Background: an optimization exercise with open tools, aiming at small area, a short achievable clock period and few clock cycles per item. Do not read the settings as production practice. RTL that was checked went through simulation tests only; none was proved equivalent to the original. No functional check of the RTL was part of runs 1 to 4. No activity file was given, so power comes from the tool's default toggle rates.

==> flow/design.v <==
package deq_pkg;
	localparam logic [2:0] CMD_PUSH_BACK  = 3'd0;
	localparam logic [2:0] CMD_PUSH_FRONT = 3'd1;
	localparam logic [2:0] CMD_POP_FRONT  = 3'd2;
	localparam logic [2:0] CMD_POP_BACK   = 3'd3;
	localparam logic [2:0] CMD_DUMP       = 3'd4;
	localparam logic [1:0] STAT_OK    = 2'd0;
	localparam logic [1:0] STAT_FULL  = 2'd1;
	localparam logic [1:0] STAT_EMPTY = 2'd2;
	localparam int VALUE_W = 32;
	typedef logic [4:0] fill_t;
	typedef struct packed {
		logic [2:0]                cmd;
		logic signed [VALUE_W-1:0] item_value;
	} in_item_t;
	typedef struct packed {
		logic signed [VALUE_W-1:0] out_value;
		logic [1:0]                status;
		logic                      last_of_run;
		fill_t                     fill_count;
	} out_item_t;
endpackage
module deq_ram #(
	parameter int WIDTH = 32,
	parameter int DEPTH = 16
) (
	input  logic             clk,
	input  logic [DEPTH-1:0] we,
	input  logic [WIDTH-1:0] wdata,
	input  logic [DEPTH-1:0] rsel,
	output logic [WIDTH-1:0] rdata
);
	logic [WIDTH-1:0] mem_q [DEPTH];
	always_ff @(posedge clk) begin
		for (int i = 0; i < DEPTH; i++) begin
			if (we[i]) begin
				mem_q[i] <= wdata;
			end
		end
	end
	always_comb begin
		rdata = '0;
		for (int i = 0; i < DEPTH; i++) begin
			rdata = rdata | (mem_q[i] & {WIDTH{rsel[i]}});
		end
	end
endmodule
module deq_ctrl #(
	parameter int DEPTH = 16
) (
	input  logic                        clk,
	input  logic                        arst_n,
	input  logic                        cmd_valid,
	output logic                        cmd_stall,
	input  deq_pkg::in_item_t           cmd_item,
	output logic                        res_valid,
	input  logic                        res_stall,
	output deq_pkg::out_item_t          res_item,
	output logic [DEPTH-1:0]            ram_we,
	output logic [DEPTH-1:0]            ram_rsel,
	input  logic [deq_pkg::VALUE_W-1:0] ram_rdata
);
	logic [3:0]       front_q, back_q;
	logic [3:0]       front_m1_q, back_m1_q;    
	logic [4:0]       cnt_q;
	logic             empty_q, full_q;
	logic             s1_v, s1_v_d;
	logic [DEPTH-1:0] s1_rsel;
	logic [1:0]       s1_status;
	logic             s1_last, s1_last_d;
	logic             s1_next_last;
	logic                        o_v, o_v_d;
	logic [deq_pkg::VALUE_W-1:0] o_val;
	logic [1:0]                  o_status;
	logic                        o_last;
	logic [4:0]                  o_fill;
	logic             hold_q, pend_q, lastp_q;
	logic             blocked, s1_adv, accept;
	logic             is_pushb, is_pushf, is_popf, is_popb, is_dump, is_used;
	logic [DEPTH-1:0] oh_front, oh_front_m1, oh_back, oh_back_m1;
	always_comb begin
		for (int i = 0; i < DEPTH; i++) begin
			oh_front[i]    = (front_q == i[3:0]);
			oh_front_m1[i] = (front_m1_q == i[3:0]);
			oh_back[i]     = (back_q == i[3:0]);
			oh_back_m1[i]  = (back_m1_q == i[3:0]);
		end
	end
	assign is_pushb = (cmd_item.cmd == deq_pkg::CMD_PUSH_BACK);
	assign is_pushf = (cmd_item.cmd == deq_pkg::CMD_PUSH_FRONT);
	assign is_popf  = (cmd_item.cmd == deq_pkg::CMD_POP_FRONT);
	assign is_popb  = (cmd_item.cmd == deq_pkg::CMD_POP_BACK);
	assign is_dump  = (cmd_item.cmd == deq_pkg::CMD_DUMP);
	assign is_used  = is_pushb || is_pushf || is_popf || is_popb || is_dump;
	assign blocked   = pend_q && res_stall;
	assign s1_adv    = s1_v && !blocked;
	assign cmd_stall = hold_q || (lastp_q && res_stall);
	assign accept    = cmd_valid && !cmd_stall;
	assign ram_we   = (oh_back | oh_front_m1) & {DEPTH{!full_q && !blocked}};
	assign ram_rsel = s1_rsel;
	assign res_valid            = o_v;
	assign res_item.out_value   = o_val;
	assign res_item.status      = o_status;
	assign res_item.last_of_run = o_last;
	assign res_item.fill_count  = o_fill;
	assign s1_next_last = |({s1_rsel[DEPTH-2:0], s1_rsel[DEPTH-1]} & oh_back_m1);
	always_comb begin
		o_v_d     = s1_v || (o_v && res_stall);
		s1_v_d    = s1_v;
		s1_last_d = s1_last;
		if (accept) begin
			s1_v_d    = is_used;
			s1_last_d = !(is_dump && !empty_q && cnt_q != 5'd1);
		end else if (s1_adv) begin
			s1_v_d    = !s1_last;
			s1_last_d = s1_next_last;
		end
	end
	always_ff @(posedge clk or negedge arst_n) begin
		if (!arst_n) begin
			front_q    <= '0;
			back_q     <= '0;
			front_m1_q <= 4'd15;
			back_m1_q  <= 4'd15;
			cnt_q      <= '0;
			empty_q    <= 1'b1;
			full_q     <= 1'b0;
			s1_v       <= 1'b0;
			o_v        <= 1'b0;
			hold_q     <= 1'b0;
			pend_q     <= 1'b0;
			lastp_q    <= 1'b0;
		end else begin
			s1_v   <= s1_v_d;
			o_v    <= o_v_d;
			hold_q <= s1_v_d && !s1_last_d;
			pend_q <= s1_v_d && o_v_d;
			lastp_q <= s1_v_d && o_v_d && s1_last_d;
			if (accept) begin
				if (is_pushb && !full_q) begin
					back_q    <= back_q + 4'd1;
					back_m1_q <= back_q;
				end
				if (is_pushf && !full_q) begin
					front_q    <= front_m1_q;
					front_m1_q <= front_m1_q - 4'd1;
				end
				if (is_popf && !empty_q) begin
					front_q    <= front_q + 4'd1;
					front_m1_q <= front_q;
				end
				if (is_popb && !empty_q) begin
					back_q    <= back_m1_q;
					back_m1_q <= back_m1_q - 4'd1;
				end
				if ((is_pushb || is_pushf) && !full_q) begin
					cnt_q   <= cnt_q + 5'd1;
					empty_q <= 1'b0;
					full_q  <= (cnt_q == 5'd15);
				end
				if ((is_popf || is_popb) && !empty_q) begin
					cnt_q   <= cnt_q - 5'd1;
					empty_q <= (cnt_q == 5'd1);
					full_q  <= 1'b0;
				end
			end
		end
	end
	always_ff @(posedge clk) begin
		s1_last <= s1_last_d;
		if (accept) begin
			s1_rsel   <= '0;
			s1_status <= deq_pkg::STAT_OK;
			if ((is_pushb || is_pushf) && full_q) s1_status <= deq_pkg::STAT_FULL;
			if ((is_popf || is_popb || is_dump) && empty_q) s1_status <= deq_pkg::STAT_EMPTY;
			if ((is_popf || is_dump) && !empty_q) s1_rsel <= oh_front;
			if (is_popb && !empty_q) s1_rsel <= oh_back_m1;
		end else if (s1_adv) begin
			s1_rsel <= {s1_rsel[DEPTH-2:0], s1_rsel[DEPTH-1]};
		end
	end
	always_ff @(posedge clk) begin
		if (s1_adv) begin
			o_val    <= ram_rdata;
			o_status <= s1_status;
			o_last   <= s1_last;
			o_fill   <= cnt_q;
		end
	end
endmodule
module double_ended_queue_core #(
	parameter int DEPTH = 16
) (
	input  logic               clk,
	input  logic               arst_n,
	input  logic               cmd_valid,
	output logic               cmd_stall,
	input  deq_pkg::in_item_t  cmd_item,
	output logic               res_valid,
	input  logic               res_stall,
	output deq_pkg::out_item_t res_item
);
	logic [DEPTH-1:0]            ram_we;
	logic [DEPTH-1:0]            ram_rsel;
	logic [deq_pkg::VALUE_W-1:0] ram_rdata;
	deq_ctrl #(
		.DEPTH (DEPTH)
	) u_ctrl (
		.clk       (clk),
		.arst_n    (arst_n),
		.cmd_valid (cmd_valid),
		.cmd_stall (cmd_stall),
		.cmd_item  (cmd_item),
		.res_valid (res_valid),
		.res_stall (res_stall),
		.res_item  (res_item),
		.ram_we    (ram_we),
		.ram_rsel  (ram_rsel),
		.ram_rdata (ram_rdata)
	);
	deq_ram #(
		.WIDTH (deq_pkg::VALUE_W),
		.DEPTH (DEPTH)
	) u_ram (
		.clk   (clk),
		.we    (ram_we),
		.wdata (cmd_item.item_value),
		.rsel  (ram_rsel),
		.rdata (ram_rdata)
	);
endmodule
module deq_top (
	input  logic        clk,
	input  logic        arst_n,
	input  logic        cmd_valid,
	output logic        cmd_stall,
	input  logic [34:0] cmd_item,
	output logic        res_valid,
	input  logic        res_stall,
	output logic [39:0] res_item
);
	deq_pkg::in_item_t  cmd_s;
	deq_pkg::out_item_t res_s;
	assign cmd_s    = cmd_item;
	assign res_item = res_s;
	double_ended_queue_core #(
		.DEPTH (16)
	) u_core (
		.clk       (clk),
		.arst_n    (arst_n),
		.cmd_valid (cmd_valid),
		.cmd_stall (cmd_stall),
		.cmd_item  (cmd_s),
		.res_valid (res_valid),
		.res_stall (res_stall),
		.res_item  (res_s)
	);
endmodule
==> flow/run.sh <==
#!/bin/bash
# synth_recipe.tcl (not shown) runs the flow's synth.tcl, then flattens the netlist and writes it again
# the make line also repeats each setting of config.mk as NAME=value (left out here)
make -C /OpenROAD-flow-scripts/flow DESIGN_CONFIG=/design/flow/config.mk WORK_HOME=/design/flow/orfs CLKGATE_MAP_FILE= SYNTH_SCRIPT=/design/flow/synth_recipe.tcl finish
==> flow/config.mk <==
export PLATFORM = sky130hd
export DESIGN_NAME = deq_top
export DESIGN_NICKNAME = deq_top
export VERILOG_FILES = /design/flow/design.v
export SDC_FILE = /design/flow/constraint.sdc
export NUM_CORES = 4
export LEC_CHECK = 0
export CAP_MARGIN = 20
export CORE_MARGIN = 2
export CORE_UTILIZATION = 40
export CTS_CLUSTER_DIAMETER = 150
export CTS_CLUSTER_SIZE = 30
export SETUP_SLACK_MARGIN = 2.2
export SLEW_MARGIN = 20
export TNS_END_PERCENT = 0
==> flow/constraint.sdc <==
create_clock -name core_clock -period 4.0 [get_ports {clk}]
set_input_delay 0.8000 -clock core_clock [delete_from_list [all_inputs] [get_ports {clk}]]
set_output_delay 0.8000 -clock core_clock [all_outputs]
set_load 0.01 [all_outputs]
==> results.txt, run 1 <==
clk slew on worst S/H paths=~0.12 ns; Mapped Area=between 20000 and 25000 um^2; Ys Warns=3; DRC viols=0; final hold vios=0; P_leak=about 8 nW; Main synth FF type=edfxtp_1; Layout area overhead=12.4%; Max FO, Critical Path=2; row cnt=between 80 and 90; Hold Crit Class=reg -> reg; CTS tree=yes; worst-margin pin slew=~0.67 ns; overall die area=between 50000 and 60000 um^2; critical path type=reg -> out; CP delay by family, top=flip-flops; Layout Nets=approximately 1400; post-layout min period=between 2 and 2.5 ns; VDD IR max=slightly below 0.4 mV; Congestion Overflow GR=0; drt initial violations=between 1000 and 1500; critical path arrival=1.33 ns; RR Startpoint=u_core.u_ctrl.front_m1_q[3]; Final Util=0.457; Routed Antenna Nets=0; Initial Util=0.406; Critical Path Source=u_core.u_ctrl.lastp_q; ys async rst share=0.0467; Hold Crit Start=u_core.u_ctrl.s1_status[0]; relative slew slack=0.552; CTS sink count=approximately 600; CP Cell Sequence=a21oi_4 -> inv_1 -> buf_2; GRT Total Usage=0.196; share of cells above drive strength 1=0.103; CP endpoint kind=primary output; PortBufs=80; leading area contributor after synthesis=edfxtp_1; Slowest cell on crit path=dfrtp_1; GP Congestion=between 0.8 and 0.9; first-pass GRT wire length=approximately 83 mm; largest net degree at the start of global routing=35; Synth Register Bits=599; RSZ-0062 raised after global routing=yes; chip height=around 240 um; setup TNS=0 ns; Syn Inst Count=1255; synthesized area per cell=~18 um^2; io pins=81; vias in the first global route=12345; Power Dens Cells=758 nW/um^2; Post-CTS Hold Fix Bufs=0; Synthesized Nets=approximately 1300; Clock Skew=between 0.02 and 0.03 ns; Core Box Area=about 55000 um^2; startpoint types=flop; Max clock buf depth=3; top cell type's share of synthesized area=0.762; initial antenna violation count=1; sequential area share after synthesis=0.794; fin. max-slew vios=0; dpl cell area=roughly 24000 um^2; worst skew pair latency=around 0.60 ns; HPWL after detailed placement=roughly 30 mm; top cells by area, synth=edfxtp_1 (76%), a22o_1 (5.0%), a221oi_1 (5.0%), dfrtp_1 (2.1%), clkbuf_1 (1.3%); Post-synth EDFFs=570; vias per inst=between 6 and 7; status=timing/DRC/antenna clean; drt wl/cell=27.3 um; Final Cycle Share=0.532; final instance area=about 25000 um^2; Antenna diodes=0; WP buf/inv=2; drt first pass iters=5; # Max-Cap Violations=0; Die Wd=roughly 240 um; Max H-tree Level=1; Worst Path Required=about 3.2 ns; routed via count=about 13000; CP peak stage delay=roughly 0.41 ns; Distinct cells, synth=slightly above 60; total power draw=around 0.019 W; Final Setup Violations=0; CTS root buf=clkbuf_16; Max Fclk=~470 MHz; total CTS buffers=23; total wire length=~57 mm
==> cells by family (layout without fill, tap and decap cells) <==
family                     count (synthesis)  in the layout  synth area share
DFF                                      599            599             0.794
AOI/OAI and AO/OA                        354            354             0.132
and+or+nand+nor                          159            159            0.0383
buffers and inverters                    113            199            0.0198
adders and majority gates                 21             21            0.0117
xor gates and xnor gates                   5              5           0.00195
muxes                                      4              4           0.00184
==> through the flow <==
| stage | setup WS, ns | hold slack (ns) | instances |
|---|---|---|---|
| floorplan | 1.84 | 0.400 | 1255 |
| global placement | 0.731 | 0.441 | 2030 |
| detailed placement | 0.745 | 0.436 | 2030 |
| CTS | 1.83 | 0.466 | 2082 |
| global route | 1.81 | 0.481 | 2089 |
| finish | 1.87 | 0.461 | 2089 |
==> worst reg2reg max path: stages, from the launching register on <==
cell	delay, ns
dfstp_2	0.65
inv_1	0.08
nor2_1	0.23
a22oi_1	0.22
nor2_4	0.30
buf_12	0.29
==> layout make-up <==
cell class	count	area, um^2
clock buffers	30	602
multi-input cells	543	4400
repair buffers	147	1380
clock inverters	1	20.0
inverters	21	82.6
flip-flops and latches	599	17800
fillers	4784	30000
well taps	748	936
==> repair_timing <==
item	4_1_cts	5_1_grt
buffers inserted	21	7
pin swaps	6	2
gates resized for setup	58	13
endpoints found under the setup margin	688	629
==> Yosys cell counts (5+ instances only) <==
master and number:
nand3_1 13, nand2_1 23, nor2_1 40, a21oi_1 15, clkbuf_1 80, a22o_1 129, edfxtp_1 570, ha_1 21
dfrtp_1 19, a221o_1 12, nor4_1 14, o21ai_0 14, a22oi_1 14, a31oi_1 6, buf_2 6, o211ai_1 5
a221oi_1 128, inv_1 19, nand4_1 40, dfstp_2 9, o21a_1 6, and3_1 6
==> placed cells by master, fill, tap and decap left out, types with 20 or more instances in the layout <==
cell type,synthesis,routed
nand2_1,23,20
edfxtp_1,570,570
dlygate4sd2_1,0,44
a221oi_1,128,128
clkbuf_16,0,23
nor2_1,40,28
buf_4,1,50
a22o_1,129,129
clkdlybuf4s50_1,0,34
nand4_1,40,40
==> where the power goes <==
group	leakage [nW]	total (W)	internal [W]	switching (W)
Combinational	2.12	0.00646	0.00208	0.00437
Clock	0.301	0.00288	0.00108	0.00180
Sequential	5.51	0.00980	0.00908	0.000726
==> path summary, 6_finish.rpt <==
path                                              end  slack, ns  cells after the start
setup / recovery                            cmd_stall       1.87                      3
hold / removal              u_core.u_ctrl.o_status[0]       0.46                      0
setup reg to reg           u_core.u_ram.mem_q[10][12]       1.90                      5
hold reg to reg             u_core.u_ctrl.o_status[0]       0.46                      0
max in group asynchronous       u_core.u_ctrl.empty_q       3.08                      2
min in group asynchronous     u_core.u_ctrl.back_q[2]       0.60                      2
==> sequential cells by signal, indices dropped and copies added, names as in the netlist, 4 cells and up <==
| register | cells |
|---|---|
| u_core.u_ctrl.back_q | 4 |
| u_core.u_ctrl.front_m1_q | 4 |
| u_core.u_ctrl.o_fill | 5 |
| u_core.u_ctrl.o_val | 32 |
| u_core.u_ctrl.front_q | 4 |
| u_core.u_ctrl.cnt_q | 5 |
| u_core.u_ram.mem_q | 512 |
| u_core.u_ctrl.back_m1_q | 4 |
| u_core.u_ctrl.s1_rsel | 16 |
==> per-layer routing <==
metal / part of all wire / global-route usage / vias to the layer above / wire length, um
li1: - / - / 5403 / -
met1: 0.43 / 0.274 / 6670 / 24600
met2: 0.49 / 0.336 / 480 / 28100
met3: 0.060 / 0.0201 / 52 / 3400
met4: 0.015 / 0.0357 / 2 / 873
met5: 0.00014 / 0 / - / 8
==> run 2: changes to the inputs <==
--- a/flow/config.mk
+++ b/flow/config.mk
@@ -9,6 +9,6 @@
 export CORE_MARGIN = 2
 export CORE_UTILIZATION = 40
-export CTS_CLUSTER_DIAMETER = 150
-export CTS_CLUSTER_SIZE = 30
+export CTS_CLUSTER_DIAMETER = 120
+export CTS_CLUSTER_SIZE = 25
 export SETUP_SLACK_MARGIN = 2.2
 export SLEW_MARGIN = 20
==> run 2 against run 1 <==
Register-to-register slack got worse by 0.03 ns. Clock power rose by about 10%. Cell count rose by 0.34%. Via count rose by 0.30%. Synthesized cell count did not move. Clock skew barely moved. Die area did not move. Non-clock buffer count fell by 1. Total power rose by 1.5%.
==> results.txt, run 2 <==
Final Cycle Share=0.537; Reg power frac=0.505; total wire length=~57 mm; commonest non-fill, non-tap cell in the layout=edfxtp_1; Max FO, Critical Path=2; Reg with most FFs=u_core.u_ram.mem_q; worst skew pair latency=around 0.60 ns; drt initial violations=between 1000 and 1500; Layout Nets=between 1000 and 1500; clk slew on worst S/H paths=~0.11 ns; Clock Skew=about 0.028 ns; vias in the first global route=12380; Core Box Area=55300 um^2; Sw Ratio=0.359; Layout area overhead=13.1%; drt first pass iters=5; Worst Path Required=3.20 ns; Distinct cells, synth=62; synthesized area per cell=approximately 18 um^2; RSZ-0062 raised after global routing=yes; hold path depth=0; ys async rst share=0.0467; io pins=between 80 and 90; worst reg2reg path depth=6; Largest regs=u_core.u_ram.mem_q x512, u_core.u_ctrl.o_val x32, u_core.u_ctrl.s1_rsel x16; CP endpoint kind=primary output; Routed Antenna Nets=0; overall die area=between 50000 and 60000 um^2; relative slew slack=0.544; Synthesized Nets=~1300; CTS tree=yes; Syn Inst Count=approximately 1300; drt wl/cell=about 27 um; routed via count=roughly 13000; Synth Register Bits=599; Max clock buf depth=3; CTS sink count=about 600; P_int=between 0.01 and 0.015 W; Max Fclk=465 MHz; top cells by area, synth=edfxtp_1 (76%), a22o_1 (5.0%), a221oi_1 (5.0%), dfrtp_1 (2.1%), clkbuf_1 (1.3%); Power Dens Cells=765 nW/um^2; commonest cells after routing, fill and taps aside=edfxtp_1 (570), a22o_1 (129), a221oi_1 (128); VDD IR max=between 0.3 and 0.4 mV; combinational power share=0.332; fin. max-slew vios=0; Multi-input gate area=about 4400 um^2; leading area contributor after synthesis=edfxtp_1; Ys Warns=3; final instance area=between 20000 and 30000 um^2; Congestion Overflow GR=0; GRT Total Usage=0.196; final hold vios=0; Initial Util=0.406; critical path type=reg -> out; Die Wd=241 um; Post-synth EDFFs=between 500 and 600; chip height=241 um; Switching Power=around 0.0070 W; setup TNS=0 ns; first-pass GRT wire length=approximately 83 mm; clock share of power=0.163; Main synth FF type=edfxtp_1; worst-margin pin slew=0.685 ns; Fill cells=4762; number of flip-flops in the largest register=512; Hold Slack=around 0.46 ns; Post-CTS Hold Fix Bufs=0; HPWL after detailed placement=roughly 30 mm; CTS root buf=clkbuf_16; vias per inst=6.03; post-layout min period=roughly 2.1 ns; PortBufs=80; top cells by count, synth=edfxtp_1 (570), a22o_1 (129), a221oi_1 (128); DRC viols=0; share of cells above drive strength 1=0.107; Mapped Area=between 20000 and 25000 um^2; largest net degree at the start of global routing=35; most common cell in the netlist=edfxtp_1; initial antenna violation count=1; Hold Crit Class=reg -> reg; Max H-tree Level=1; row cnt=between 80 and 90; GP Congestion=approximately 0.84; sequential area share after synthesis=0.794; startpoint types=flop; P_leak=8.00 nW; status=timing/DRC/antenna clean; FF+latch area=roughly 18000 um^2; Antenna diodes=0; # Max-Cap Violations=0; dpl cell area=24400 um^2; total CTS buffers=28; critical path arrival=~1.4 ns; top cell type's share of synthesized area=0.762; Final Setup Violations=0
## run 2: metrics by stage
stage	total power (W)	instances	setup WS, ns	utilization
6_report	0.0194	2096	1.85	0.460
5_1_grt	0.0203	2096	1.79	0.460
4_1_cts	0.0195	2089	1.82	0.457
3_5_place_dp	0.0162	2030	0.745	0.441
3_3_place_gp	0.0161	2030	0.731	0.441
2_1_floorplan	0.0134	1255	1.84	-
## run 2: timing repair
item                       4_1_cts  5_1_grt
setup buffers                   20        6
gates resized for setup         57       11
gates cloned                     0        1
pin swaps                        6        2
setup endpoints to repair      688      626
## run 2: metal layers
layer	wire, um	GRT usage	up-vias
met1	24200	0.274	6675
met3	3790	0.0229	59
met5	8	0	-
li1	-	-	5413
met4	1070	0.0432	2
met2	28100	0.331	496
## run 2: layout make-up
cell class / count / share of cell area
repair buffers: 146 / 0.0542
clock inverters: 3 / 0.00172
inverters: 21 / 0.00325
well taps: 748 / 0.0368
clock buffers: 36 / 0.0288
flip-flops and latches: 599 / 0.702
multi-input cells: 543 / 0.173
## run 2: final timing paths
check / start / to / slack [ns]
max: u_core.u_ctrl.lastp_q / cmd_stall / 1.85
min: u_core.u_ctrl.s1_status[0] / u_core.u_ctrl.o_status[0] / 0.46
max reg2reg: u_core.u_ctrl.front_m1_q[0] / u_core.u_ram.mem_q[10][26] / 1.87
min reg2reg: u_core.u_ctrl.s1_status[0] / u_core.u_ctrl.o_status[0] / 0.46
max in group asynchronous: arst_n / u_core.u_ctrl.empty_q / 3.08
min in group asynchronous: arst_n / u_core.u_ctrl.back_q[0] / 0.58
## run 2: kinds of logic (layout without fill, tap and decap cells)
logic type,after synthesis,after routing,synth area share
AO/OA/AOI/OAI,354,354,0.132
XOR/XNOR,5,5,0.00195
adder cells (fa/ha/maj),21,21,0.0117
buffers and inverters,113,206,0.0198
flip-flops,599,599,0.794
multiplexers,4,4,0.00184
AND/OR/NAND/NOR,159,159,0.0383
## run 2: worst max-delay path, cell delays in order (launching register included)
cell and delay [ns]:
dfrtp_1 0.41, a21oi_4 0.15, inv_1 0.05, buf_2 0.13
## run 2: power groups by stage
stage / Sequential (W) / Clock, W / Combinational (W)
floorplan: 0.00964 / 0 / 0.00375
global route: 0.00997 / 0.00346 / 0.00687
detailed placement: 0.0102 / 0 / 0.00603
CTS: 0.00981 / 0.00325 / 0.00641
global placement: 0.0101 / 0 / 0.00598
finish: 0.00981 / 0.00317 / 0.00644
==> run 3: changes to the inputs <==
--- a/flow/config.mk
+++ b/flow/config.mk
@@ -9,6 +9,6 @@
 export CORE_MARGIN = 2
 export CORE_UTILIZATION = 40
-export CTS_CLUSTER_DIAMETER = 120
-export CTS_CLUSTER_SIZE = 25
+export CTS_CLUSTER_DIAMETER = 100
+export CTS_CLUSTER_SIZE = 20
 export SETUP_SLACK_MARGIN = 2.2
 export SLEW_MARGIN = 20
==> run 3 against run 2 <==
Largest cell class unchanged. Still clean. Highest routed layer unchanged. Cell area is 0.99% higher. Combinational power grew 1%. Die area did not move. Sequential cell count stayed put. Sequential power barely moved. Area after synthesis unchanged.
==> results.txt, run 3 <==
status=timing/DRC/antenna clean; worst reg2reg path depth=5; Routed Antenna Nets=0; Die Wd=241 um; relative slew slack=0.546; CTS tree=yes; share of cells above drive strength 1=0.119; Final Setup Violations=0; commonest cells after routing, fill and taps aside=edfxtp_1 (570), a22o_1 (129), a221oi_1 (128); # Max-Cap Violations=0; total CTS buffers=35; P_leak=just over 8 nW; RSZ-0062 raised after global routing=yes; Post-Layout Cell Count=about 2100; worst-margin pin slew=between 0.6 and 0.7 ns; CTS root buf=clkbuf_16; sequential area share after synthesis=0.794; chip height=between 200 and 250 um; top cells by area, synth=edfxtp_1 (76%), a22o_1 (5.0%), a221oi_1 (5.0%), dfrtp_1 (2.1%), clkbuf_1 (1.3%); CP endpoint kind=primary output; CP delay by family, top=buffers and inverters; worst reg-to-reg setup slack=1.90 ns; CP Cell Sequence=buf_2 -> a21oi_4 -> inv_1 -> buf_2; end of the worst hold path=u_core.u_ctrl.o_status[0]; Worst Path Required=between 3 and 4 ns; Hold Crit Class=reg -> reg; post-layout min period=2.13 ns; Layout Nets=1412; VDD IR max=roughly 0.43 mV; Hold Crit Start=u_core.u_ctrl.s1_status[0]; M3 GR Usage=0.0300; io pins=81; Max H-tree Level=2; Reg-to-Reg End=u_core.u_ram.mem_q[9][10]; PortBufs=80; row cnt=86; hold path depth=0; initial antenna violation count=1; Syn Inst Count=roughly 1300; Post-CTS Hold Fix Bufs=0; Layout area overhead=14.2%; Max clock buf depth=3; Max FO, Critical Path=4; Mapped Area=approximately 22000 um^2; Ys Warns=3; Core Box Area=between 50000 and 60000 um^2; first-pass GRT wire length=between 80 and 90 mm; vias per inst=about 6.0; drt wl/cell=roughly 27 um; HPWL after detailed placement=30.0 mm; Distinct cells, synth=62; Multi-input gate area=4420 um^2; Final Cycle Share=0.532; Synth Register Bits=about 600; Congestion Overflow GR=0; Post-synth EDFFs=570; drt initial violations=1176; synthesized area per cell=roughly 18 um^2; largest net degree at the start of global routing=35; top cells by count, synth=edfxtp_1 (570), a22o_1 (129), a221oi_1 (128); total wire length=approximately 58 mm; Crit. path cell count=4; FF+latch area=between 15000 and 20000 um^2; startpoint types=primary input; routed via count=12676; Antenna diodes=0; Final Util=0.464; Slowest cell on crit path=a21oi_4; WP buf/inv=3; grt peak-use layer=met2; total power draw=slightly below 0.02 W; Power Dens Cells=between 700 and 800 nW/um^2; critical path arrival=roughly 1.3 ns; Synthesized Nets=1315; setup ws final=about 1.9 ns; Max Fclk=between 400 and 500 MHz; most common cell in the netlist=edfxtp_1; top cell type's share of synthesized area=0.762; Clock Skew=about 0.023 ns; RR Startpoint=u_core.u_ctrl.front_m1_q[3]; ys async rst share=0.0467; critical path type=in -> out; Reg with most FFs=u_core.u_ram.mem_q; fin. max-slew vios=0; Largest regs=u_core.u_ram.mem_q x512, u_core.u_ctrl.o_val x32, u_core.u_ctrl.s1_rsel x16; clk slew on worst S/H paths=0.09 ns; GRT Total Usage=0.199; Initial Util=0.406; number of flip-flops in the largest register=approximately 510; commonest non-fill, non-tap cell in the layout=edfxtp_1; Post-Place Setup Slack=about 0.75 ns; CTS sink count=599; vias in the first global route=12520; overall die area=58100 um^2; Main synth FF type=edfxtp_1; CP peak stage delay=~0.19 ns; drt first pass iters=5; Fill cells=about 4700; met2 Resource Use GR=0.332; cell mode on critical path=buf_2; setup TNS=0 ns; worst skew pair latency=around 0.57 ns; Cells after DPL=a little over 2000; DRC viols=0; met1 Track Usage GR=0.272; final hold vios=0; leading area contributor after synthesis=edfxtp_1; GP Congestion=around 0.84
[run 3: changes by cell type in the layout (fill, tap and decap cells not counted), sizes merged]
| cell | delta |
|---|---|
| clkinv | +1 |
| clkdlybuf4s15 | +1 |
| buf | +7 |
| clkdlybuf4s50 | -1 |
| dlygate4sd2 | -2 |
| clkinvlp | +1 |
| clkbuf | +9 |
| inv | -3 |
| dlymetal6s2s | +1 |
[run 3: timing repair]
item,in CTS,in global routing
cloned,0,1
pin swaps,6,4
endpoints found under the hold margin,0,0
setup endpoints to repair,688,626
resized for setup,61,20
buffers inserted,22,10
[run 3: stage by stage]
step | instance area, um^2 | hold slack (ns)
2_1_floorplan | 22700 | 0.400
3_3_place_gp | 24400 | 0.441
3_5_place_dp | 24400 | 0.436
4_1_cts | 25500 | 0.464
5_1_grt | 25700 | 0.478
6_report | 25700 | 0.477
[run 3: layer usage]
| metal | vias up | share of wire |
|---|---|---|
| met5 | - | 0.00014 |
| met4 | 2 | 0.023 |
| met3 | 71 | 0.067 |
| met2 | 490 | 0.49 |
| met1 | 6668 | 0.42 |
| li1 | 5445 | - |
[run 3: final cells by class]
type                    instances  share of cell area
clock inverters                 2             0.00127
multi-input cells             543               0.172
clock buffers                  45              0.0356
inverters                      21             0.00336
flip-flops and latches        599               0.695
repair buffers                152              0.0558
well taps                     748              0.0365
[run 3: cells by family (layout without fill, tap and decap cells)]
logic type,count (synthesis),count (layout),synth area share
compound gates,354,354,0.132
xor+xnor,5,5,0.00195
fa+ha+maj,21,21,0.0117
buf+inv,113,220,0.0198
flops,599,599,0.794
mux,4,4,0.00184
simple gates,159,159,0.0383
[run 3: how the worst max path moves through the flow]
stage	from	to	slack (ns)
6_report	res_stall	cmd_stall	1.87
5_1_grt	u_core.u_ctrl.hold_q	cmd_stall	1.84
4_1_cts	u_core.u_ctrl.hold_q	cmd_stall	1.86
3_5_place_dp	res_stall	cmd_stall	0.75
3_3_place_gp	res_stall	cmd_stall	0.73
2_1_floorplan	res_stall	u_core.u_ram.mem_q[10][0]	1.84
[run 3: worst reg2reg max path, cell delays in order (launching register included)]
cell	delay, ns
dfstp_2	0.64
inv_1	0.08
nor2_1	0.26
a22oi_1	0.18
nor2_4	0.13
buf_6	0.41
[run 3: report_power, final]
part / internal [W] / switching, W
Clock: 0.00162 / 0.00193
Sequential: 0.00909 / 0.000735
Combinational: 0.00211 / 0.00441
==> run 4: changes to the inputs <==
==> flow/flow/run.sh (new file) <==
#!/bin/bash
# The standard layout (standard.sh, all steps), except that the port buffers
# that global placement adds are buf_2 cells; left to itself, buffer_ports
# picks delay cells (clkdlybuf4s50_1) for them.
set -o pipefail
export BUFFER_PORTS_ARGS="-buffer_cell sky130_fd_sc_hd__buf_2"
bash standard.sh > standard.log 2>&1
==> flow/standard.sh (new file) <==
#!/bin/bash
# synth_recipe.tcl (not shown) runs the flow's synth.tcl, then flattens the netlist and writes it again
# the make line also repeats each setting of config.mk as NAME=value (left out here)
make -C /OpenROAD-flow-scripts/flow DESIGN_CONFIG=/design/flow/config.mk WORK_HOME=/design/flow/orfs CLKGATE_MAP_FILE= SYNTH_SCRIPT=/design/flow/synth_recipe.tcl "${@:-finish}"
removed: flow/run.sh
==> run 4 against run 3 <==
Still clean on timing, DRC and antenna. Die area did not move. Cell count is 0.24% higher. Worst setup slack got worse by 0.023 ns. Sequential power about the same. Cell area decreased by 1.2%. Critical endpoint is now u_core.u_ctrl.s1_rsel[8].
==> results.txt, run 4 <==
status=timing/DRC/antenna clean; Hold Crit Class=in -> async; most common cell in the netlist=edfxtp_1; Final Setup Violations=0; Max clock buf depth=3; sequential area share after synthesis=0.794; CP peak stage delay=0.33 ns; share of cells above drive strength 1=0.175; Synth Register Bits=approximately 600; Die Wd=241 um; CTS sink count=599; GRT Total Usage=0.199; CP Cell Sequence=buf_2 -> a21oi_4 -> buf_4 -> nand2_2 -> clkinvlp_4 -> and3_1 -> a221o_1; Routed Antenna Nets=0; fin. max-slew vios=0; DRC viols=0; Core Box Area=~55000 um^2; critical path arrival=2.47 ns; Max FO, Critical Path=16; # Max-Cap Violations=0; routed via count=about 13000; Post-Layout Cell Count=2115; drt first pass iters=6; first-pass GRT wire length=around 84 mm; post-layout min period=2.15 ns; top cells by area, synth=edfxtp_1 (76%), a22o_1 (5.0%), a221oi_1 (5.0%), dfrtp_1 (2.1%), clkbuf_1 (1.3%); RSZ-0062 raised after global routing=yes; ys async rst share=0.0467; met1 Track Usage GR=0.271; vias in the first global route=12580; total power draw=between 0.015 and 0.02 W; HPWL after detailed placement=~31 mm; VDD IR max=0.377 mV; top cell type's share of synthesized area=0.762; Max Fclk=around 470 MHz; Reg with most FFs=u_core.u_ram.mem_q; Power Dens Cells=782 nW/um^2; synthesized area per cell=between 15 and 20 um^2; final hold vios=0; CTS tree=yes; Post-synth EDFFs=570; Clock Skew=slightly below 0.02 ns; GP Congestion=0.807; largest net degree at the start of global routing=41; io pins=just over 80; startpoint types=primary input; M3 GR Usage=0.0339; Mapped Area=around 22000 um^2; CTS root buf=clkbuf_16; Layout Nets=roughly 1400; Congestion Overflow GR=0; Fill cells=around 4800; chip height=about 240 um; total CTS buffers=35; vias per inst=roughly 6.0; commonest non-fill, non-tap cell in the layout=edfxtp_1; Distinct cells, synth=62; row cnt=86; Cells after DPL=between 2000 and 2500; relative slew slack=0.525; P_leak=roughly 8 nW; number of flip-flops in the largest register=512; overall die area=between 50000 and 60000 um^2; drt initial violations=1413; initial antenna violation count=4; Largest regs=u_core.u_ram.mem_q x512, u_core.u_ctrl.o_val x32, u_core.u_ctrl.s1_rsel x16; Max H-tree Level=2; total wire length=~57 mm; Syn Inst Count=between 1000 and 1500; Main synth FF type=edfxtp_1; clk slew on worst S/H paths=0.09 ns; Final Cycle Share=0.537; PortBufs=80; Ys Warns=3; worst skew pair latency=approximately 0.58 ns; Slowest cell on crit path=a221o_1; worst-margin pin slew=0.712 ns; met2 Resource Use GR=0.330; Worst Path Required=around 4.3 ns; commonest cells after routing, fill and taps aside=edfxtp_1 (570), a22o_1 (129), a221oi_1 (128); Initial Util=0.406; leading area contributor after synthesis=edfxtp_1; drt wl/cell=~27 um; CP endpoint kind=flop; Synthesized Nets=1315; setup TNS=0 ns; Layout area overhead=12.9%; critical path type=in -> reg; top cells by count, synth=edfxtp_1 (570), a22o_1 (129), a221oi_1 (128); grt peak-use layer=met2
==> run 4: cell types whose count changed in the layout (fill, tap and decap cells not counted), moves of 2 or more <==
cell,before,now
buf_2,2,80
dlygate4sd2_1,42,0
clkdlybuf4s50_1,33,0
buf_6,8,5
buf_8,1,4
buf_4,54,56
diode_2,0,2
==> run 4: final cells by class <==
cell class,instances,area [um^2],area share
diodes,2,5.00,0.000197
clock buffers,45,913,0.0360
well taps,748,936,0.0369
clock inverters,3,55.1,0.00217
inverters,21,86.3,0.00340
multi-input cells,543,4410,0.174
repair buffers,154,1110,0.0438
flip-flops and latches,599,17800,0.704
==> run 4: timing repair <==
action / 4_1_cts / 5_1_grt
buffers inserted: 12 / 21
hold buffers: 0 / 0
endpoints found under the hold margin: 0 / 0
gates resized for setup: 7 / 26
pin swaps: 5 / 4
setup endpoints to repair: 634 / 631
==> run 4: metrics by stage <==
stage               setup slack [ns]  hold slack [ns]  utilization  area, um^2
floorplan                       1.84            0.400            -       22700
global placement                1.07            0.433        0.433       24000
detailed placement             0.969            0.437        0.433       24000
CTS                             1.74            0.251        0.453       25100
global route                    1.84            0.299        0.459       25400
finish                          1.85            0.259        0.459       25400
==> run 4: routing by layer <==
metal	wire, um	vias up
li1	-	5449
met1	23600	6603
met2	27900	562
met3	4400	83
met4	1250	4
met5	24	-
==> run 4: final timing paths <==
check                                                start                         to  slack (ns)  depth (start not counted)
worst min-delay path                                arst_n   u_core.u_ctrl.front_q[1]        0.26                          1
worst min register to register  u_core.u_ctrl.s1_status[0]  u_core.u_ctrl.o_status[0]        0.46                          0
worst max register to register   u_core.u_ctrl.s1_rsel[12]    u_core.u_ctrl.o_val[12]        1.88                          4
worst max-delay path                             res_stall   u_core.u_ctrl.s1_rsel[8]        1.85                          7
max in group asynchronous                           arst_n     u_core.u_ctrl.cnt_q[2]        3.29                          1
min in group core_clock         u_core.u_ctrl.s1_status[0]  u_core.u_ctrl.o_status[0]        0.46                          0
==> run 4: kinds of logic after synthesis <==
| kind of cell | synth area share |
|---|---|
| compound gates | 0.132 |
| flops | 0.794 |
| xor+xnor | 0.00195 |
| buf+inv | 0.0198 |
| mux | 0.00184 |
| fa+ha+maj | 0.0117 |
| simple gates | 0.0383 |
==> run 4: where the power goes <==
part / internal (W) / switching (W)
combinational: 0.00208 / 0.00436
clock: 0.00163 / 0.00195
sequential: 0.00908 / 0.000731
==> run 4: worst max-delay path: cells and delay by family <==
kind            cells  cell delay (ns)
compound gates      2             0.41
buf+inv             3             0.66
simple gates        2             0.60
==> run 5: changes to the inputs <==
--- a/flow/design.v
+++ b/flow/design.v
@@ -62,5 +62,4 @@
 );
 	logic [3:0]       front_q, back_q;
-	logic [3:0]       front_m1_q, back_m1_q;    
 	logic [4:0]       cnt_q;
 	logic             empty_q, full_q;
@@ -81,10 +80,10 @@
 	always_comb begin
 		for (int i = 0; i < DEPTH; i++) begin
-			oh_front[i]    = (front_q == i[3:0]);
-			oh_front_m1[i] = (front_m1_q == i[3:0]);
-			oh_back[i]     = (back_q == i[3:0]);
-			oh_back_m1[i]  = (back_m1_q == i[3:0]);
-		end
-	end
+			oh_front[i] = (front_q == i[3:0]);
+			oh_back[i]  = (back_q == i[3:0]);
+		end
+	end
+	assign oh_front_m1 = {oh_front[0], oh_front[DEPTH-1:1]};
+	assign oh_back_m1  = {oh_back[0], oh_back[DEPTH-1:1]};
 	assign is_pushb = (cmd_item.cmd == deq_pkg::CMD_PUSH_BACK);
 	assign is_pushf = (cmd_item.cmd == deq_pkg::CMD_PUSH_FRONT);
@@ -121,6 +120,4 @@
 			front_q    <= '0;
 			back_q     <= '0;
-			front_m1_q <= 4'd15;
-			back_m1_q  <= 4'd15;
 			cnt_q      <= '0;
 			empty_q    <= 1'b1;
@@ -139,18 +136,14 @@
 			if (accept) begin
 				if (is_pushb && !full_q) begin
-					back_q    <= back_q + 4'd1;
-					back_m1_q <= back_q;
+					back_q <= back_q + 4'd1;
 				end
 				if (is_pushf && !full_q) begin
-					front_q    <= front_m1_q;
-					front_m1_q <= front_m1_q - 4'd1;
+					front_q <= front_q - 4'd1;
 				end
 				if (is_popf && !empty_q) begin
-					front_q    <= front_q + 4'd1;
-					front_m1_q <= front_q;
+					front_q <= front_q + 4'd1;
 				end
 				if (is_popb && !empty_q) begin
-					back_q    <= back_m1_q;
-					back_m1_q <= back_m1_q - 4'd1;
+					back_q <= back_q - 4'd1;
 				end
 				if ((is_pushb || is_pushf) && !full_q) begin
==> flow/run.sh (new file) <==
#!/bin/bash
# synth_recipe.tcl (not shown) runs the flow's synth.tcl, then flattens the netlist and writes it again
# the make line also repeats each setting of config.mk as NAME=value (left out here)
make -C /OpenROAD-flow-scripts/flow DESIGN_CONFIG=/design/flow/config.mk WORK_HOME=/design/flow/orfs CLKGATE_MAP_FILE= SYNTH_SCRIPT=/design/flow/synth_recipe.tcl finish
removed: flow/flow/run.sh
removed: flow/standard.sh
==> run 5 against run 4 <==
Worst setup slack improved by 0.052 ns. Combinational power fell by 0.8%. Utilization rose by 0.52 points. Largest cell class unchanged. Still clean on timing, DRC and antenna.
==> results.txt, run 5 <==
status=timing/DRC/antenna clean; vias per inst=between 6 and 7; relative slew slack=0.577; Cells after DPL=roughly 1900; chip height=238 um; drt wl/cell=28.1 um; GP Congestion=~0.83; Antenna diodes=0; initial antenna violation count=1; Main synth FF type=edfxtp_1; io pins=81; DRC viols=0; row cnt=between 80 and 90; Power Dens Cells=approximately 780 nW/um^2; critical path arrival=approximately 1.3 ns; worst reg-to-reg setup slack=about 1.9 ns; Synthesized Nets=about 1200; Reg with most FFs=u_core.u_ram.mem_q; Layout Nets=about 1300; P_leak=just under 8 nW; Hold Crit Class=in -> async; CP endpoint kind=primary output; final hold vios=0; first-pass GRT wire length=just over 80 mm; commonest non-fill, non-tap cell in the layout=edfxtp_1; Post-Layout Cell Count=about 2000; Max clock buf depth=3; number of flip-flops in the largest register=512; most common cell in the netlist=edfxtp_1; drt initial violations=around 1500; ys async rst share=0.0338; PortBufs=80; Final Util=0.464; Routed Antenna Nets=0; Mapped Area=21900 um^2; overall die area=56600 um^2; post-layout min period=between 2 and 2.5 ns; VDD IR max=0.503 mV; total wire length=roughly 56 mm; Max FO, Critical Path=5; Distinct cells, synth=62; startpoint types=primary input; synthesized area per cell=approximately 19 um^2; Ys Warns=3; Die Wd=238 um; drt first pass iters=5; Synth Register Bits=591; leading area contributor after synthesis=edfxtp_1; critical path type=in -> out; WP buf/inv=3; routed via count=~12000; CTS sink count=591; Core Box Area=between 50000 and 60000 um^2; clk slew on worst S/H paths=0.08 ns; RSZ-0062 raised after global routing=yes; Largest regs=u_core.u_ram.mem_q x512, u_core.u_ctrl.o_val x32, u_core.u_ctrl.s1_rsel x16; Final Setup Violations=0; Initial Util=0.406; Slowest cell on crit path=a21oi_4; Congestion Overflow GR=0; Clock Skew=about 0.022 ns; HPWL after detailed placement=30.8 mm; share of cells above drive strength 1=0.123; worst skew pair latency=~0.57 ns; CP delay by family, top=buffers and inverters; # Max-Cap Violations=0; total power draw=between 0.015 and 0.02 W; vias in the first global route=11956; total CTS buffers=35; Max H-tree Level=2; setup TNS=0 ns; top cells by area, synth=edfxtp_1 (78%), a221oi_1 (5.2%), a22o_1 (5.2%), dfrtp_1 (2.2%), clkbuf_1 (1.2%); top cells by count, synth=edfxtp_1 (570), a221oi_1 (129), a22o_1 (129); sequential area share after synthesis=0.806; Post-CTS Hold Fix Bufs=0; Post-synth EDFFs=570; CP peak stage delay=roughly 0.17 ns; CP Cell Sequence=buf_2 -> a21oi_4 -> inv_2 -> buf_6; GRT Total Usage=0.196; Worst Path Required=roughly 3.2 ns; CTS tree=yes; fin. max-slew vios=0; top cell type's share of synthesized area=0.782; commonest cells after routing, fill and taps aside=edfxtp_1 (570), a22o_1 (129), a221oi_1 (129); largest net degree at the start of global routing=35; Max Fclk=about 480 MHz; CTS root buf=clkbuf_16; Layout area overhead=14.3%; Final Cycle Share=0.524; Syn Inst Count=1178; worst-margin pin slew=roughly 0.63 ns
## run 5: final cells by class
| class | count | area (um^2) |
|---|---|---|
| clock buffer | 38 | 887 |
| clock inverter | 4 | 42.5 |
| fill | 4511 | 28900 |
| inverter | 13 | 57.6 |
| multi-input combinational | 493 | 4070 |
| sequential | 591 | 17600 |
| tap | 696 | 871 |
| timing repair buffer | 152 | 1440 |
## run 5: timing repair
| item | in CTS | in global routing |
|---|---|---|
| gates resized for setup | 66 | 12 |
| pin swaps | 9 | 0 |
| cloned | 0 | 0 |
| buffers inserted | 29 | 1 |
| setup endpoints to repair | 678 | 650 |
## run 5: stage by stage
stage	hold slack [ns]	setup slack [ns]	cell area, um^2
2_1_floorplan	0.400	1.84	22000
5_1_grt	0.214	1.87	25000
3_5_place_dp	0.405	0.804	23800
3_3_place_gp	0.412	0.835	23800
4_1_cts	0.424	1.90	25000
6_report	0.190	1.90	25000
## run 5: per-layer routing
layer  GRT usage  vias up  routed length (um)
met1       0.285     6396               24200
met5           0        -                  16
met4      0.0431        2                 888
met2       0.317      487               26500
li1            -     5179                   -
met3      0.0273       64                4170
## run 5: report_power, final
group	total, W	leakage, nW	switching (W)	internal (W)
combinational	0.00639	2.02	0.00428	0.00210
clock	0.00351	0.457	0.00191	0.00160
sequential	0.00954	5.42	0.000641	0.00890
## run 5: final timing paths
path	start	endpoint	depth (start not counted)
setup / recovery	res_stall	cmd_stall	4
hold / removal	arst_n	u_core.u_ctrl.cnt_q[0]	1
setup reg to reg	u_core.u_ctrl.front_q[3]	u_core.u_ram.mem_q[7][28]	4
hold reg to reg	u_core.u_ctrl.s1_status[0]	u_core.u_ctrl.o_status[0]	0
max in group asynchronous	arst_n	u_core.u_ctrl.front_q[2]	1
min in group core_clock	u_core.u_ctrl.s1_status[0]	u_core.u_ctrl.o_status[0]	0
## run 5: logic make-up (layout without fill, tap and decap cells)
family          Yosys count  count (layout)  share of synthesized area
fa+ha+maj                13              13                    0.00743
xor+xnor                 13              13                    0.00520
flops                   591             591                      0.806
buf+inv                  94             207                     0.0166
mux                       4               4                    0.00246
simple gates            121             121                     0.0302
compound gates          342             342                      0.132
Testbench counts of run 5, summed over its fixed seeds: cycles 38,109, items 24,000.
==> run 6: changes to the inputs <==
--- a/flow/config.mk
+++ b/flow/config.mk
@@ -11,5 +11,4 @@
 export CTS_CLUSTER_DIAMETER = 100
 export CTS_CLUSTER_SIZE = 20
-export SETUP_SLACK_MARGIN = 2.2
+export SETUP_SLACK_MARGIN = 2.1
 export SLEW_MARGIN = 20
-export TNS_END_PERCENT = 0
==> run 6 against run 5 <==
Highest routed layer is now met4. Combinational power up 8.8%. Sequential cell count unchanged. Fmax up 0.30%. Utilization up 0.94 points. Non-clock buffer count up 22. Clock power up 3%. Count of clock-buffer cells in the layout unchanged. Sequential share of layout area down 1.4 points. Synthesized cell count unchanged. Critical endpoint unchanged. Area after synthesis unchanged.
==> results.txt, run 6 <==
Hold Slack=about 0.42 ns; Hold Crit Class=reg -> reg; critical path arrival=1.29 ns; drt initial violations=1362; Power Dens Cells=789 nW/um^2; Core Box Area=between 50000 and 60000 um^2; Routed Antenna Nets=0; Final Setup Violations=0; Worst Path Required=approximately 3.2 ns; DRC viols=0; final instance area=between 20000 and 30000 um^2; routed via count=between 10000 and 15000; VDD IR max=just under 0.5 mV; Antenna diodes=0; Die Wd=238 um; Distinct cells, synth=62; Initial Util=0.406; GRT Total Usage=0.196; ys async rst share=0.0338; Layout area overhead=16.6%; Syn Inst Count=1178; worst skew pair latency=approximately 0.58 ns; largest net degree at the start of global routing=35; Clock Skew=0.0206 ns; commonest cells after routing, fill and taps aside=edfxtp_1 (570), a22o_1 (129), a221oi_1 (118); RSZ-0062 raised after global routing=yes; synthesized area per cell=between 15 and 20 um^2; Max Fclk=about 480 MHz; critical path type=in -> out; number of flip-flops in the largest register=approximately 500; most common cell in the netlist=edfxtp_1; Ys Warns=3; vias in the first global route=~12000; drt wl/cell=between 20 and 30 um; CTS sink count=about 590; Final Cycle Share=0.523; chip height=between 200 and 250 um; vias per inst=around 6.1; top cells by count, synth=edfxtp_1 (570), a221oi_1 (129), a22o_1 (129); CTS tree=yes; relative slew slack=0.357; Synthesized Nets=about 1200; CP Cell Sequence=buf_2 -> a21oi_4 -> inv_2 -> buf_6; P_leak=between 8 and 9 nW; Max H-tree Level=2; leading area contributor after synthesis=edfxtp_1; # Max-Cap Violations=0; PortBufs=80; final hold vios=0; Main synth FF type=edfxtp_1; io pins=~80; Synth Register Bits=between 500 and 600; initial antenna violation count=0; Layout Nets=around 1400; Post-synth EDFFs=570; CTS root buf=clkbuf_16; clk slew on worst S/H paths=0.09 ns; Mapped Area=approximately 22000 um^2; total wire length=56.0 mm; Largest regs=u_core.u_ram.mem_q x512, u_core.u_ctrl.o_val x32, u_core.u_ctrl.s1_rsel x16; fin. max-slew vios=0; Slowest cell on crit path=a21oi_4; Congestion Overflow GR=0; sequential area share after synthesis=0.806; drt first pass iters=5; Max FO, Critical Path=5; startpoint types=primary input; Final Util=0.473; overall die area=56600 um^2; row cnt=85; top cell type's share of synthesized area=0.782; top cells by area, synth=edfxtp_1 (78%), a221oi_1 (5.2%), a22o_1 (5.2%), dfrtp_1 (2.2%), clkbuf_1 (1.2%); HPWL after detailed placement=around 31 mm; Reg with most FFs=u_core.u_ram.mem_q; first-pass GRT wire length=81.6 mm; status=timing/DRC/antenna clean; Max clock buf depth=3; CP peak stage delay=~0.16 ns; share of cells above drive strength 1=0.192; commonest non-fill, non-tap cell in the layout=edfxtp_1; setup TNS=0 ns; dpl cell area=approximately 24000 um^2; worst-margin pin slew=about 0.96 ns; CP endpoint kind=primary output; total CTS buffers=35; post-layout min period=between 2 and 2.5 ns; GP Congestion=approximately 0.82
-- run 6: final timing paths --
check	cells past startpoint	to	slack, ns	from
max in group asynchronous	1	u_core.u_ctrl.front_q[2]	2.55	arst_n
max	4	cmd_stall	1.91	res_stall
max reg2reg	6	u_core.u_ctrl.o_val[26]	2.12	u_core.u_ctrl.s1_rsel[4]
min reg2reg	0	u_core.u_ctrl.o_status[0]	0.42	u_core.u_ctrl.s1_status[0]
min in group asynchronous	1	u_core.u_ctrl.cnt_q[0]	0.75	arst_n
min	0	u_core.u_ctrl.o_status[0]	0.42	u_core.u_ctrl.s1_status[0]
-- run 6: area by class of cell --
cell class	instances	area, um^2
sequential	591	17600
fill	4462	28400
timing repair buffer	174	1700
multi-input combinational	493	4260
inverter	13	60.1
tap	696	871
clock buffer	38	887
clock inverter	6	93.8
-- run 6: what timing repair did --
action | CTS | global route
endpoints found under the hold margin | 0 | 0
hold buffers | 0 | 0
gates resized for setup | 217 | 45
gates cloned | 0 | 2
pin swaps | 13 | 6
endpoints found under the setup margin | 678 | 419
buffers inserted | 43 | 12
-- run 6: kinds of logic after synthesis --
family,Yosys count,synth area share
xor+xnor,13,0.00520
fa+ha+maj,13,0.00743
flops,591,0.806
mux,4,0.00246
compound gates,342,0.132
simple gates,121,0.0302
buf+inv,94,0.0166
-- run 6: per-layer routing --
layer	track usage	share of wire
met1	0.281	0.43
met2	0.310	0.47
met4	0.0475	0.018
met5	0	0
met3	0.0386	0.077
-- run 6: power by group --
group | total [W] | internal (W) | switching, W
sequential | 0.00955 | 0.00890 | 0.000651
clock | 0.00362 | 0.00167 | 0.00195
combinational | 0.00695 | 0.00253 | 0.00443
total | 0.0201 | 0.0131 | 0.00703
-- run 6: worst max-delay path, delay by kind of cell --
family | cells | cell delay [ns]
buffers and inverters | 3 | 0.33
AOI/OAI and AO/OA | 1 | 0.16
-- run 6: through the flow --
stage,std cells,power (W),worst slack [ns]
2_1_floorplan,1178,0.0131,1.85
4_1_cts,1997,0.0198,1.89
3_3_place_gp,1910,0.0157,0.971
5_1_grt,2011,0.0210,1.87
6_report,2011,0.0201,1.91
3_5_place_dp,1910,0.0158,0.953
==> run 7: changes to the inputs <==
--- a/flow/config.mk
+++ b/flow/config.mk
@@ -11,4 +11,4 @@
 export CTS_CLUSTER_DIAMETER = 100
 export CTS_CLUSTER_SIZE = 20
-export SETUP_SLACK_MARGIN = 2.1
+export SETUP_SLACK_MARGIN = 1.9
 export SLEW_MARGIN = 20
==> run 7 against run 6 <==
Total power down 3.8%. Worst setup slack worse by 0.064 ns. Fmax down 3.0%. Sequential cell count unchanged. Via count down 1.4%. Critical path type is now reg -> out. Largest cell class unchanged. Register-to-register slack worse by 0.18 ns. Area after synthesis unchanged. Global-route usage down 0.38 points. First-iteration DRC count down 6.3%. Cell area down 2.1%.
==> results.txt, run 7 <==
status=timing/DRC/antenna clean; initial antenna violation count=2; RSZ-0062 raised after global routing=yes; top cells by count, synth=edfxtp_1 (570), a221oi_1 (129), a22o_1 (129); total power draw=~0.019 W; Layout Nets=around 1300; post-layout min period=between 2 and 2.5 ns; chip height=238 um; clk slew on worst S/H paths=0.09 ns; Max FO, Critical Path=3; Largest regs=u_core.u_ram.mem_q x512, u_core.u_ctrl.o_val x32, u_core.u_ctrl.s1_rsel x16; share of cells above drive strength 1=0.118; GP Congestion=~0.83; vias per inst=6.08; overall die area=~57000 um^2; commonest cells after routing, fill and taps aside=edfxtp_1 (570), a22o_1 (129), a221oi_1 (129); Synth Register Bits=between 500 and 600; Initial Util=0.406; Clock Skew=0.0325 ns; drt first pass iters=8; CTS sink count=about 600; Max Fclk=464 MHz; Worst Path Required=between 3 and 4 ns; worst skew pair latency=0.58 ns; fin. max-slew vios=0; Final Setup Violations=0; Die Wd=238 um; relative slew slack=0.345; Layout area overhead=14.1%; Hold Crit Class=reg -> reg; leading area contributor after synthesis=edfxtp_1; VDD IR max=~0.46 mV; first-pass GRT wire length=approximately 80 mm; drt initial violations=approximately 1300; routed via count=between 10000 and 15000; total CTS buffers=35; GRT Total Usage=0.193; top cells by area, synth=edfxtp_1 (78%), a221oi_1 (5.2%), a22o_1 (5.2%), dfrtp_1 (2.2%), clkbuf_1 (1.2%); number of flip-flops in the largest register=between 500 and 600; vias in the first global route=roughly 12000; Fill cells=between 4000 and 5000; Routed Antenna Nets=0; startpoint types=flop; drt wl/cell=around 27 um; Critical Path Source=u_core.u_ctrl.lastp_q; synthesized area per cell=roughly 19 um^2; row cnt=85; Final Util=0.463; commonest non-fill, non-tap cell in the layout=edfxtp_1; critical path arrival=1.36 ns; Post-synth EDFFs=570; ys async rst share=0.0338; critical path type=reg -> out; Max clock buf depth=3; Post-CTS Hold Fix Bufs=0; final hold vios=0; RR Startpoint=u_core.u_ctrl.s1_rsel[5]; P_leak=approximately 7.9 nW; CTS root buf=clkbuf_16; io pins=81; CTS tree=yes; Reg with most FFs=u_core.u_ram.mem_q; most common cell in the netlist=edfxtp_1; Power Dens Cells=between 700 and 800 nW/um^2; Reg-to-Reg End=u_core.u_ctrl.o_val[13]; # Max-Cap Violations=0; Congestion Overflow GR=0; Core Box Area=~54000 um^2; Antenna diodes=0; total wire length=about 54 mm; setup TNS=0 ns; Synthesized Nets=approximately 1200; PortBufs=80; Ys Warns=3; DRC viols=0; worst reg2reg path depth=4; Mapped Area=approximately 22000 um^2; CP endpoint kind=primary output; worst-margin pin slew=0.980 ns; Syn Inst Count=~1200; largest net degree at the start of global routing=35; Distinct cells, synth=62; sequential area share after synthesis=0.806; Main synth FF type=edfxtp_1; CP endpoint=cmd_stall; top cell type's share of synthesized area=0.782; Max H-tree Level=2; Final Cycle Share=0.539; HPWL after detailed placement=about 30 mm; worst reg-to-reg setup slack=1.94 ns
run 7: power by group:
group	switching (W)	internal, W	leakage (nW)
registers	0.000638	0.00890	5.41
clock network	0.00191	0.00160	0.458
logic	0.00424	0.00208	1.99
total	0.00678	0.0126	7.86
run 7: what timing repair did:
item,in CTS,in global routing
buffers inserted,21,5
gates resized for setup,68,29
setup endpoints to repair,543,280
pin swaps,8,2
run 7: final cells by class:
class / instances / area (um^2) / area share
clock buffers: 39 / 891 / 0.0357
multi-input cells: 493 / 4060 / 0.163
well taps: 696 / 871 / 0.0349
flip-flops and latches: 591 / 17600 / 0.706
repair buffers: 147 / 1410 / 0.0563
inverters: 13 / 57.6 / 0.00230
clock inverters: 4 / 42.5 / 0.00170
run 7: worst max-delay path: stages (launching register included):
cell and delay [ns]:
dfrtp_1 0.41, a21oi_4 0.17, inv_2 0.08, clkbuf_2 0.13
run 7: how the worst min path moves through the flow:
stage / start / to / slack (ns) / cells after the start
3_3_place_gp: u_core.u_ctrl.s1_status[1] / u_core.u_ctrl.o_status[1] / 0.41 / 0
4_1_cts: u_core.u_ctrl.s1_status[0] / u_core.u_ctrl.o_status[0] / 0.44 / 0
2_1_floorplan: u_core.u_ctrl.s1_status[0] / u_core.u_ctrl.o_status[0] / 0.40 / 0
6_report: u_core.u_ctrl.s1_status[0] / u_core.u_ctrl.o_status[0] / 0.43 / 0
3_5_place_dp: u_core.u_ctrl.s1_status[0] / u_core.u_ctrl.o_status[0] / 0.41 / 0
5_1_grt: u_core.u_ctrl.s1_status[0] / u_core.u_ctrl.o_status[0] / 0.44 / 0
run 7: per-layer routing:
| layer | track usage | vias to the layer above | wire [um] |
|---|---|---|---|
| met1 | 0.279 | 6327 | 23800 |
| met5 | 0 | - | 13 |
| met4 | 0.0446 | 2 | 916 |
| li1 | - | 5167 | - |
| met3 | 0.0311 | 69 | 3850 |
| met2 | 0.307 | 485 | 25900 |
run 7: metrics by stage:
| stage | instance area, um^2 | cells | setup slack [ns] | hold slack (ns) |
|---|---|---|---|---|
| floorplan | 22000 | 1178 | 1.68 | 0.400 |
| global placement | 23800 | 1914 | 0.838 | 0.407 |
| detailed placement | 23800 | 1914 | 0.834 | 0.414 |
| CTS | 24900 | 1978 | 1.60 | 0.435 |
| global route | 25000 | 1983 | 1.81 | 0.443 |
| finish | 25000 | 1983 | 1.84 | 0.433 |
run 7: cell families (layout without fill, tap and decap cells):
group / after synthesis / count (layout) / synth area share
mux: 4 / 4 / 0.00246
compound gates: 342 / 342 / 0.132
simple gates: 121 / 121 / 0.0302
buf+inv: 94 / 203 / 0.0166
flops: 591 / 591 / 0.806
fa+ha+maj: 13 / 13 / 0.00743
xor+xnor: 13 / 13 / 0.00520
==> run 8: changes to the inputs <==
--- a/flow/config.mk
+++ b/flow/config.mk
@@ -11,4 +11,4 @@
 export CTS_CLUSTER_DIAMETER = 100
 export CTS_CLUSTER_SIZE = 20
-export SETUP_SLACK_MARGIN = 1.9
+export SETUP_SLACK_MARGIN = 2.0
 export SLEW_MARGIN = 20
==> run 8 against run 7 <==
Non-clock buffer count decreased by 8. Sequential share of layout area increased by 0.16 points. First-iteration DRC count decreased by 7.2%. Worst setup slack improved by 0.065 ns. Fmax increased by 3.1%. Count of clock-buffer cells in the layout increased by 1. Largest cell class unchanged. Critical path depth unchanged. Critical endpoint unchanged. Still clean.
==> results.txt, run 8 <==
status=timing/DRC/antenna clean; post-layout min period=around 2.1 ns; worst reg2reg path depth=4; fin. max-slew vios=0; Distinct cells, synth=62; commonest cells after routing, fill and taps aside=edfxtp_1 (570), a22o_1 (129), a221oi_1 (129); Final Cycle Share=0.523; Max FO, Critical Path=3; Max H-tree Level=2; first-pass GRT wire length=79.2 mm; row cnt=between 80 and 90; Main synth FF type=edfxtp_1; Synth Register Bits=about 600; GP Congestion=0.824; Mapped Area=21900 um^2; most common cell in the netlist=edfxtp_1; Fill cells=roughly 4500; Multi-input gate area=between 4000 and 5000 um^2; total wire length=roughly 53 mm; startpoint types=flop; Synthesized Nets=approximately 1200; Max Fclk=roughly 480 MHz; worst reg-to-reg setup slack=1.99 ns; vias in the first global route=about 12000; drt wl/cell=~27 um; Syn Inst Count=about 1200; Ys Warns=3; Initial Util=0.406; top cells by area, synth=edfxtp_1 (78%), a221oi_1 (5.2%), a22o_1 (5.2%), dfrtp_1 (2.2%), clkbuf_1 (1.2%); Worst Path Required=roughly 3.2 ns; CP endpoint kind=primary output; vias per inst=about 6; Hold Crit Class=reg -> reg; Die Wd=roughly 240 um; DRC viols=0; Layout area overhead=13.9%; hold path depth=0; Routed Antenna Nets=0; relative slew slack=0.369; Largest regs=u_core.u_ram.mem_q x512, u_core.u_ctrl.o_val x32, u_core.u_ctrl.s1_rsel x16; CTS root buf=clkbuf_16; Post-synth EDFFs=570; leading area contributor after synthesis=edfxtp_1; CTS sink count=between 500 and 600; io pins=~80; Antenna diodes=0; final hold vios=0; VDD IR max=0.382 mV; routed via count=roughly 12000; RSZ-0062 raised after global routing=yes; share of cells above drive strength 1=0.149; critical path arrival=around 1.3 ns; drt first pass iters=5; total CTS buffers=35; RR Startpoint=u_core.u_ctrl.s1_rsel[5]; clk slew on worst S/H paths=0.08 ns; HPWL after detailed placement=29.1 mm; Hold Crit Start=u_core.u_ctrl.s1_status[0]; Final Setup Violations=0; top cells by count, synth=edfxtp_1 (570), a221oi_1 (129), a22o_1 (129); overall die area=about 57000 um^2; Reg-to-Reg End=u_core.u_ctrl.o_val[11]; Core Box Area=around 54000 um^2; Max clock buf depth=3; CTS tree=yes; critical path type=reg -> out; worst-margin pin slew=0.944 ns; Power Dens Cells=around 780 nW/um^2; synthesized area per cell=between 15 and 20 um^2; Layout Nets=about 1300; sequential area share after synthesis=0.806; initial antenna violation count=1; Post-Place Setup Slack=between 0.9 and 1 ns; P_leak=7.85 nW; worst skew pair latency=between 0.5 and 0.6 ns; top cell type's share of synthesized area=0.782; GRT Total Usage=0.189; ys async rst share=0.0338; largest net degree at the start of global routing=35; Clock Skew=between 0.02 and 0.03 ns; total power draw=around 0.019 W; commonest non-fill, non-tap cell in the layout=edfxtp_1; setup TNS=0 ns; Congestion Overflow GR=0; chip height=approximately 240 um; FF+latch area=approximately 18000 um^2; PortBufs=80; Reg with most FFs=u_core.u_ram.mem_q; # Max-Cap Violations=0; end of the worst hold path=u_core.u_ctrl.o_status[0]; setup ws final=approximately 1.9 ns; drt initial violations=about 1200; Post-CTS Hold Fix Bufs=0; number of flip-flops in the largest register=just over 500
-- run 8: how the worst max path moves through the flow --
stage	startpoint	end	slack (ns)	cells past startpoint
5_1_grt	u_core.u_ctrl.hold_q	cmd_stall	1.87	3
3_5_place_dp	res_stall	u_core.u_ctrl.s1_rsel[4]	0.97	5
3_3_place_gp	res_stall	cmd_stall	1.0	4
2_1_floorplan	res_stall	u_core.u_ram.mem_q[10][0]	1.84	3
4_1_cts	res_stall	cmd_stall	1.63	4
6_report	u_core.u_ctrl.lastp_q	cmd_stall	1.91	3
-- run 8: cell families after synthesis --
logic type,synth area share
flip-flops,0.806
XOR/XNOR,0.00520
multiplexers,0.00246
AO/OA/AOI/OAI,0.132
AND/OR/NAND/NOR,0.0302
buffers and inverters,0.0166
adder cells (fa/ha/maj),0.00743
-- run 8: timing repair --
item | in CTS | in global routing
resized for setup | 177 | 38
buffers inserted | 21 | 2
setup endpoints to repair | 648 | 405
pin swaps | 10 | 2
cloned | 0 | 0
-- run 8: area by class of cell --
| cell class | instances | share of cell area |
|---|---|---|
| clock buffers | 40 | 0.0363 |
| repair buffers | 139 | 0.0517 |
| inverters | 13 | 0.00231 |
| flip-flops and latches | 591 | 0.708 |
| clock inverters | 3 | 0.00166 |
| well taps | 696 | 0.0349 |
| multi-input cells | 493 | 0.165 |
-- run 8: per-layer routing --
layer | global-route usage | wire length, um
met1 | 0.273 | 23400
met5 | 0 | 13
met2 | 0.302 | 25100
met3 | 0.0307 | 3850
met4 | 0.0457 | 922
-- run 8: critical path: stages, from the launching register on --
cell and delay (ns):
dfrtp_1 0.40, a21oi_4 0.14, inv_2 0.06, buf_6 0.12
-- run 8: stage by stage --
stage	utilization	hold WS (ns)	instance area, um^2	std cells
CTS	0.461	0.430	24900	1973
detailed placement	0.441	0.409	23800	1909
finish	0.462	0.428	24900	1975
floorplan	-	0.400	22100	1178
global placement	0.441	0.406	23800	1909
global route	0.462	0.443	24900	1975
-- run 8: power breakdown --
group	leakage (nW)	internal, W	switching, W
clock	0.462	0.00162	0.00190
sequential	5.41	0.00890	0.000593
combinational	1.98	0.00211	0.00421

## static timing again, ports no longer ideal
Ports are ideal in the flow. The routed layouts listed here were re-timed in OpenROAD.
Step 1: set_driving_cell puts a clkbuf_16 on clk and a buf_2 on each other input, an assumption about the parent block.
Step 2 also shifts input and output timing later by t, the mid clock arrival at the registers, as if the neighbouring blocks saw the same clock.
Three values: ideal ports, drivers, drivers and shift; two values: the first two.
| run | t (ns) | slack for setup (ns) | worst data-port slew with drivers (ns) |
|---|---|---|---|
| run 1 | 0.641 | 1.871 / 1.814 / 1.290 | 0.09 |
| run 2 | 0.643 | 1.851 / 1.797 / 1.270 | 0.09 |
| run 3 | 0.617 | 1.873 / 1.831 / 1.410 | 0.09 |
| run 4 | 0.631 | 1.850 / 1.845 / 1.255 | 0.09 |
| run 5 | 0.617 | 1.902 / 1.848 / 1.395 | 0.08 |
| run 6 | 0.629 | 1.909 / 1.856 / 1.646 | 0.08 |
| run 7 | 0.615 | 1.844 / 1.789 / 1.407 | 0.11 |
| run 8 | 0.617 | 1.909 / 1.855 / 1.589 | 0.08 |
After both steps every run listed still meets setup and hold. For run 4, which loses most, drivers alone change the setup slack by -0.005 ns; drivers and shift together by -0.595 ns.
